Context: an optimization exercise on an open-source flow, tuned for small area, a short achievable clock period and few clock cycles per item. The choices shown serve that exercise and are no tape-out recipe. Function was checked by simulation only, so behaviour that the tests miss may differ from the original. Power and IR drop assume default switching activity.

===== run.sh =====
#!/bin/bash
# synth_recipe.tcl (not shown) runs the flow's synth.tcl, then flattens the netlist and writes it again
# the make line also repeats each setting of config.mk as NAME=value (left out here)
make -C /OpenROAD-flow-scripts/flow DESIGN_CONFIG=/design/flow/config.mk WORK_HOME=/design/flow/orfs CLKGATE_MAP_FILE= SYNTH_SCRIPT=/design/flow/synth_recipe.tcl finish

===== constraint.sdc =====
create_clock -name core_clock -period 8.0 [get_ports {clk}]
set_input_delay 1.6000 -clock core_clock [delete_from_list [all_inputs] [get_ports {clk}]]
set_output_delay 1.6000 -clock core_clock [all_outputs]
set_load 0.01 [all_outputs]

===== design.v =====
module mips_multicycle_ctrl #(
    parameter int unsigned IMEM_AW     = 8,
    parameter int unsigned DMEM_AW     = 8,
    parameter logic [31:0] RESET_PC    = 32'h0,
    parameter logic [5:0]  HALT_OPCODE = 6'h3F
) (
    input  logic               clk,
    input  logic               reset,
    input  logic               run,
    output logic               imem_req,
    output logic [IMEM_AW-1:0] imem_addr,
    input  logic [31:0]        imem_rdata,
    input  logic               imem_valid,
    output logic               dmem_req,
    output logic               dmem_we,
    output logic [DMEM_AW-1:0] dmem_addr,
    output logic [31:0]        dmem_wdata,
    input  logic [31:0]        dmem_rdata,
    input  logic               dmem_valid,
    output logic [31:0]        pc,
    output logic [31:0]        result,
    output logic               result_valid,
    output logic               halted,
    output logic               err
);
    localparam logic [5:0] OP_RTYPE = 6'h00;
    localparam logic [5:0] OP_J     = 6'h02;
    localparam logic [5:0] OP_BEQ   = 6'h04;
    localparam logic [5:0] OP_BNE   = 6'h05;
    localparam logic [5:0] OP_ADDI  = 6'h08;
    localparam logic [5:0] OP_LW    = 6'h23;
    localparam logic [5:0] OP_SW    = 6'h2B;
    localparam logic [5:0] FN_SLL   = 6'h00;
    localparam logic [5:0] FN_ADD   = 6'h20;
    localparam logic [5:0] FN_SUB   = 6'h22;
    localparam logic [5:0] FN_AND   = 6'h24;
    localparam logic [5:0] FN_OR    = 6'h25;
    localparam logic [5:0] FN_SLT   = 6'h2A;
    typedef enum logic [2:0] {
        S_IDLE, S_FETCH, S_DECODE, S_EXEC, S_MEM, S_WB, S_HALT
    } state_t;
    state_t      state_q, state_d;
    logic [31:0] pc_q, pc_d;
    logic [31:0] ir_q, ir_d;
    logic [31:0] a_q, a_d;
    logic [31:0] b_q, b_d;
    logic [31:0] aluout_q, aluout_d;
    logic [31:0] mdr_q, mdr_d;
    logic [31:0] result_q, result_d;
    logic        err_q, err_d;
    logic [31:0] regs_q [32];
    logic [5:0]  op, funct;
    logic [4:0]  rs, rt, rd, shamt;
    logic [31:0] imm_sext;
    logic        legal;
    logic [31:0] alu_res;
    logic [31:0] br_target;
    logic [31:0] wb_value;
    logic [4:0]  wb_dst;
    logic        rf_we;
    always_comb begin
        op        = ir_q[31:26];
        rs        = ir_q[25:21];
        rt        = ir_q[20:16];
        rd        = ir_q[15:11];
        shamt     = ir_q[10:6];
        funct     = ir_q[5:0];
        imm_sext  = {{16{ir_q[15]}}, ir_q[15:0]};
        legal     = ((op == OP_RTYPE) &&
                     ((funct == FN_SLL) || (funct == FN_ADD) || (funct == FN_SUB) ||
                      (funct == FN_AND) || (funct == FN_OR) || (funct == FN_SLT))) ||
                    (op == OP_J) || (op == OP_BEQ) || (op == OP_BNE) ||
                    (op == OP_ADDI) || (op == OP_LW) || (op == OP_SW);
        br_target = pc_q + {imm_sext[29:0], 2'b00};
        wb_value  = (op == OP_LW) ? mdr_q : aluout_q;
        wb_dst    = (op == OP_RTYPE) ? rd : rt;
        alu_res = a_q + imm_sext;
        if (op == OP_RTYPE) begin
            case (funct)
                FN_ADD:  alu_res = a_q + b_q;
                FN_SUB:  alu_res = a_q - b_q;
                FN_AND:  alu_res = a_q & b_q;
                FN_OR:   alu_res = a_q | b_q;
                FN_SLT:  alu_res = {31'd0, $signed(a_q) < $signed(b_q)};
                FN_SLL:  alu_res = b_q << shamt;
                default: alu_res = 32'd0;
            endcase
        end
    end
    always_comb begin
        state_d      = state_q;
        pc_d         = pc_q;
        ir_d         = ir_q;
        a_d          = a_q;
        b_d          = b_q;
        aluout_d     = aluout_q;
        mdr_d        = mdr_q;
        result_d     = result_q;
        err_d        = err_q;
        rf_we        = 1'b0;
        imem_req     = 1'b0;
        dmem_req     = 1'b0;
        dmem_we      = 1'b0;
        result_valid = 1'b0;
        case (state_q)
            S_IDLE: begin
                if (run) state_d = S_FETCH;
            end
            S_FETCH: begin
                imem_req = 1'b1;
                if (imem_valid) begin
                    ir_d    = imem_rdata;
                    pc_d    = pc_q + 32'd4;
                    state_d = S_DECODE;
                end
            end
            S_DECODE: begin
                a_d = regs_q[rs];
                b_d = regs_q[rt];
                if (op == HALT_OPCODE) begin
                    err_d   = 1'b0;
                    state_d = S_HALT;
                end else if (!legal) begin
                    err_d   = 1'b1;
                    state_d = S_HALT;
                end else begin
                    state_d = S_EXEC;
                end
            end
            S_EXEC: begin
                aluout_d = alu_res;
                case (op)
                    OP_BEQ: begin
                        if (a_q == b_q) pc_d = br_target;
                        state_d = S_FETCH;
                    end
                    OP_BNE: begin
                        if (a_q != b_q) pc_d = br_target;
                        state_d = S_FETCH;
                    end
                    OP_J: begin
                        pc_d    = {pc_q[31:28], ir_q[25:0], 2'b00};
                        state_d = S_FETCH;
                    end
                    OP_LW, OP_SW: state_d = S_MEM;
                    default:      state_d = S_WB;
                endcase
            end
            S_MEM: begin
                dmem_req = 1'b1;
                dmem_we  = (op == OP_SW);
                if (dmem_valid) begin
                    if (op == OP_SW) begin
                        state_d = S_FETCH;
                    end else begin
                        mdr_d   = dmem_rdata;
                        state_d = S_WB;
                    end
                end
            end
            S_WB: begin
                rf_we        = (wb_dst != 5'd0);
                result_d     = wb_value;
                result_valid = 1'b1;
                state_d      = S_FETCH;
            end
            S_HALT: begin
                state_d = S_HALT;
            end
            default: state_d = S_IDLE;
        endcase
    end
    always_ff @(posedge clk) begin
        if (reset) begin
            state_q  <= S_IDLE;
            pc_q     <= RESET_PC;
            ir_q     <= 32'd0;
            a_q      <= 32'd0;
            b_q      <= 32'd0;
            aluout_q <= 32'd0;
            mdr_q    <= 32'd0;
            result_q <= 32'd0;
            err_q    <= 1'b0;
            for (int i = 0; i < 32; i++) regs_q[i] <= 32'd0;
        end else begin
            state_q  <= state_d;
            pc_q     <= pc_d;
            ir_q     <= ir_d;
            a_q      <= a_d;
            b_q      <= b_d;
            aluout_q <= aluout_d;
            mdr_q    <= mdr_d;
            result_q <= result_d;
            err_q    <= err_d;
            if (rf_we) regs_q[wb_dst] <= wb_value;
        end
    end
    assign imem_addr  = pc_q[IMEM_AW+1:2];
    assign dmem_addr  = aluout_q[DMEM_AW+1:2];
    assign dmem_wdata = b_q;
    assign pc         = pc_q;
    assign result     = (state_q == S_WB) ? wb_value : result_q;
    assign halted     = (state_q == S_HALT);
    assign err        = err_q;
endmodule

===== config.mk =====
export PLATFORM = sky130hd
export DESIGN_NAME = mips_multicycle_ctrl
export DESIGN_NICKNAME = mips_multicycle_ctrl
export VERILOG_FILES = /design/flow/design.v
export SDC_FILE = /design/flow/constraint.sdc
export NUM_CORES = 4
export LEC_CHECK = 0
export CAP_MARGIN = 20
export CORE_MARGIN = 2
export CORE_UTILIZATION = 40
export SLEW_MARGIN = 20

==> results.sh <==
export IMPL_yosys_warnings=1
export IMPL_yosysTopAreaCell="edfxtp_1"
export IMPL_dieArea_mm2=0.180
export IMPL_antenna_found_initial=3
export IMPL_area_growth_pct=13.0
export IMPL_synth_flop_cell="edfxtp_1"
export IMPL_grt_usage=0.270
export IMPL_dr_first_iter_drc_count=6346
export IMPL_synth_cells=5769
export IMPL_skew_ns=0.0316
export IMPL_synthTopCellsByArea="edfxtp_1, mux4_2, nor2_1"
export IMPL_hold_viol=0
export IMPL_slew_headroom=0.234
export IMPL_std_cell_rows=154
export IMPL_cts_hold_buf=0
export IMPL_gp_congestion=0.978
export IMPL_die_h_um=424
export IMPL_synth_edf_count=1024
export IMPL_io_buffers=184
export IMPL_clk_latency_ns=0.79
export IMPL_multiInputGateArea_mm2=0.0334
export IMPL_startpoint_type="register"
export IMPL_worst_setup_path_end_kind="primary output"
export IMPL_grt_pass1_wl_mm=352
export IMPL_cp_arrival_ns=4.97
export IMPL_slew_violations=0
export IMPL_rsz0062_at_grt="no"
export IMPL_p_leak_nw=25.4
export IMPL_post_route_min_period_ns=6.57
export IMPL_r2r_start="ir_q[29]"
export IMPL_ir_drop_v=0.000236
export IMPL_powerDensity_mw_per_mm2=232
export IMPL_worst_ep_required_time_ns=6.40
export IMPL_pwr_share_comb=0.251
export IMPL_layoutNonFillerInstCount=8184
export IMPL_hp_start="ir_q[10]"
export IMPL_seqPwrFrac=0.415
export IMPL_cap_violations=0
export IMPL_finish_net_count=5966
export IMPL_synth_async_sr_flop_share=0
export IMPL_clk_path_buf_depth=3
export IMPL_cts_buffers=133
export IMPL_grt_ovfl_total=0
export IMPL_hold_end="ir_q[10]"
export IMPL_ys_seq_area_frac=0.500
export IMPL_start_util=0.401
export IMPL_syn_area_mm2=0.0705
export IMPL_synth_top_area_share=0.436
export IMPL_wirelength_mm=246
export IMPL_tightest_slew_ns=1.13
export IMPL_hold_path_class="reg2reg"
export IMPL_power_switching_mw=5.88
export IMPL_grt_pass1_vias=50800
export IMPL_status="no timing/DRC/antenna violations"
export IMPL_max_freq_ghz=0.152
export IMPL_clockRootBuffer="clkbuf_16"
export IMPL_internal_power_mw=12.6
export IMPL_setup_viol=0
export IMPL_routedWlPerCell_um=30.0
export IMPL_syn_avg_cell_area_um2=12.2
export IMPL_post_cts_buffers=0
export IMPL_postRouteAntennaNets=0
export IMPL_synth_most_common_cell="nor2_1"
export IMPL_grt_max_degree=132
export IMPL_synth_seq_cells=1250
export IMPL_clock_sinks=1250
export IMPL_cts_tree="done"
export IMPL_min_period_over_period=0.821
export IMPL_ctsHtreeMaxLevel=4
export IMPL_dp_cells=7925
export IMPL_viasPerCell=6.23
export IMPL_switching_share=0.317
export IMPL_clock_power_share=0.334
export IMPL_cts_resized=0
export IMPL_vias=51000
export IMPL_crit_type="reg2out"
export IMPL_synthDistinctLibCells=96
export IMPL_holdPathStages=2
export IMPL_die_w_um=424
export IMPL_path_clk_slew_ns=0.06
export IMPL_ys_top_cells_by_count="nor2_1, edfxtp_1, mux4_2, clkbuf_1, nand2_1"
export IMPL_dpl_hpwl_mm=158
export IMPL_drt_pass1_iterations=6
export IMPL_boundaryPins=187
export IMPL_worst_r2r_cell_count=10
export IMPL_drive_above_1_share=0.199
export IMPL_final_setup_tns_ns=0
export IMPL_drc_errors=0
export IMPL_path_max_fanout=32
export IMPL_design_core_area_mm2=0.176
export IMPL_register_area_mm2=0.0353
export IMPL_r2r_end="regs_q[24][15]"
export IMPL_reg2reg_slack_ns=2.80
export IMPL_final_fill_count=15800
==> how the worst max path moves through the flow <==
stage / from / endpoint / slack [ns] / depth (start not counted)
floorplan: reset / regs_q[11][0] / 4.12 / 5
global placement: reset / regs_q[22][7] / 1.99 / 6
detailed placement: reset / regs_q[22][7] / 1.96 / 6
CTS: ir_q[27] / result[3] / 1.32 / 8
global route: ir_q[27] / result[6] / 1.19 / 8
finish: ir_q[27] / result[6] / 1.43 / 8
==> registers in the layout, summed over array words and instances, names as in the netlist <==
register and count:
a_q 32, aluout_q 32, b_q 32, err_q 1
ir_q 32, mdr_q 32, pc_q 30, regs_q 1024
result_q 32, state_q 3
==> cells in the final DEF (no fill, tap or decap), drive strengths merged, types with 15 or more instances in the layout <==
master,n
clkinv,41
clkbuf,182
o21ai,192
o21a,18
nand2,375
a31oi,24
nand3,61
o31ai,15
conb,34
ha,158
and2,50
mux4,658
buf,157
a211oi,113
clkdlybuf4s50,183
o22ai,21
o221ai,18
o211ai,27
dfxtp,226
inv,114
a21oi,277
edfxtp,1024
nand2b,20
nor3,51
mux2i,127
a21o,38
and3,30
a221oi,21
xnor2,37
nor2b,28
nor2,1258
xor2,40
nand4,15
==> power by group through the flow <==
stage	sequential [mW]	combinational [mW]	clock, mW
after CTS	7.67	4.56	6.25
final	7.68	4.66	6.19
after global placement	7.79	4.52	0
after global routing	7.70	4.90	6.48
after detailed placement	7.80	4.54	0
after floorplan	7.59	3.03	0
==> cell families (layout without fill, tap and decap cells) <==
| group | count (synthesis) | in the layout | share of synthesized area |
|---|---|---|---|
| simple gates | 1958 | 1958 | 0.115 |
| flops | 1250 | 1250 | 0.500 |
| compound gates | 880 | 880 | 0.0801 |
| mux | 792 | 792 | 0.229 |
| buf+inv | 649 | 686 | 0.0364 |
| fa+ha+maj | 162 | 162 | 0.0292 |
| xor+xnor | 77 | 77 | 0.00956 |
| other cells | 1 | 39 | 0.0000532 |
==> metal layers <==
metal  GRT usage  wire [um]
met1       0.335      89200
met2       0.443     119000
met3      0.0586      23500
met4       0.142      14000
met5           0          0
==> layout make-up <==
type | instances | share of cell area
Inverter | 106 | 0.00502
Clock buffer | 181 | 0.0472
Tap cell | 2340 | 0.0367
Timing Repair Buffer | 341 | 0.0424
Clock inverter | 58 | 0.00655
Antenna cell | 5 | 0.000157
Multi-Input combinational cell | 3903 | 0.419
Sequential cell | 1250 | 0.443
==> through the flow <==
step	total power [mW]	area (um2)	hold slack, ns	worst slack (ns)	utilization
after global routing	19.1	79700	0.496	1.19	0.454
after detailed placement	12.3	75000	0.449	1.96	0.427
after CTS	18.5	79300	0.457	1.32	0.451
after global placement	12.3	75000	0.442	1.99	0.427
final	18.5	79700	0.456	1.43	0.454
after floorplan	10.6	70600	0.436	4.12	-
==> critical path: stages (launching register included) <==
cell	delay [ns]
dfxtp_1	0.48
nand3_1	0.19
or3_1	0.41
nor2_4	0.44
buf_4	0.47
buf_4	0.42
mux2i_4	0.98
o21ai_0	0.24
clkdlybuf4s50_1	0.54
Testbench counts, summed over its fixed seeds: cycles 211,615, instrs 54,487.

separate check: timing with driven ports:
The results above use ideal ports. As a check the final layout listed here was re-extracted and re-timed, cells and wires unchanged. Step 1 assumes that a clkbuf_16 drives the clock port and a buf_2 every other input. Step 2 also shifts input and output timing later by t, the mid clock arrival at the registers, as if the neighbouring blocks saw the same clock. Three values: ideal, step 1, step 2; two values: the first two.
t, ns: 0.849
setup WS [ns]: 1.431 / 1.353 / 1.765
worst register clock-pin slew, ns: 0.07 / 0.07
After both steps this run still meets setup and hold. The setup slack of this run moves by -0.078 ns with the drivers and by +0.334 ns with both steps.
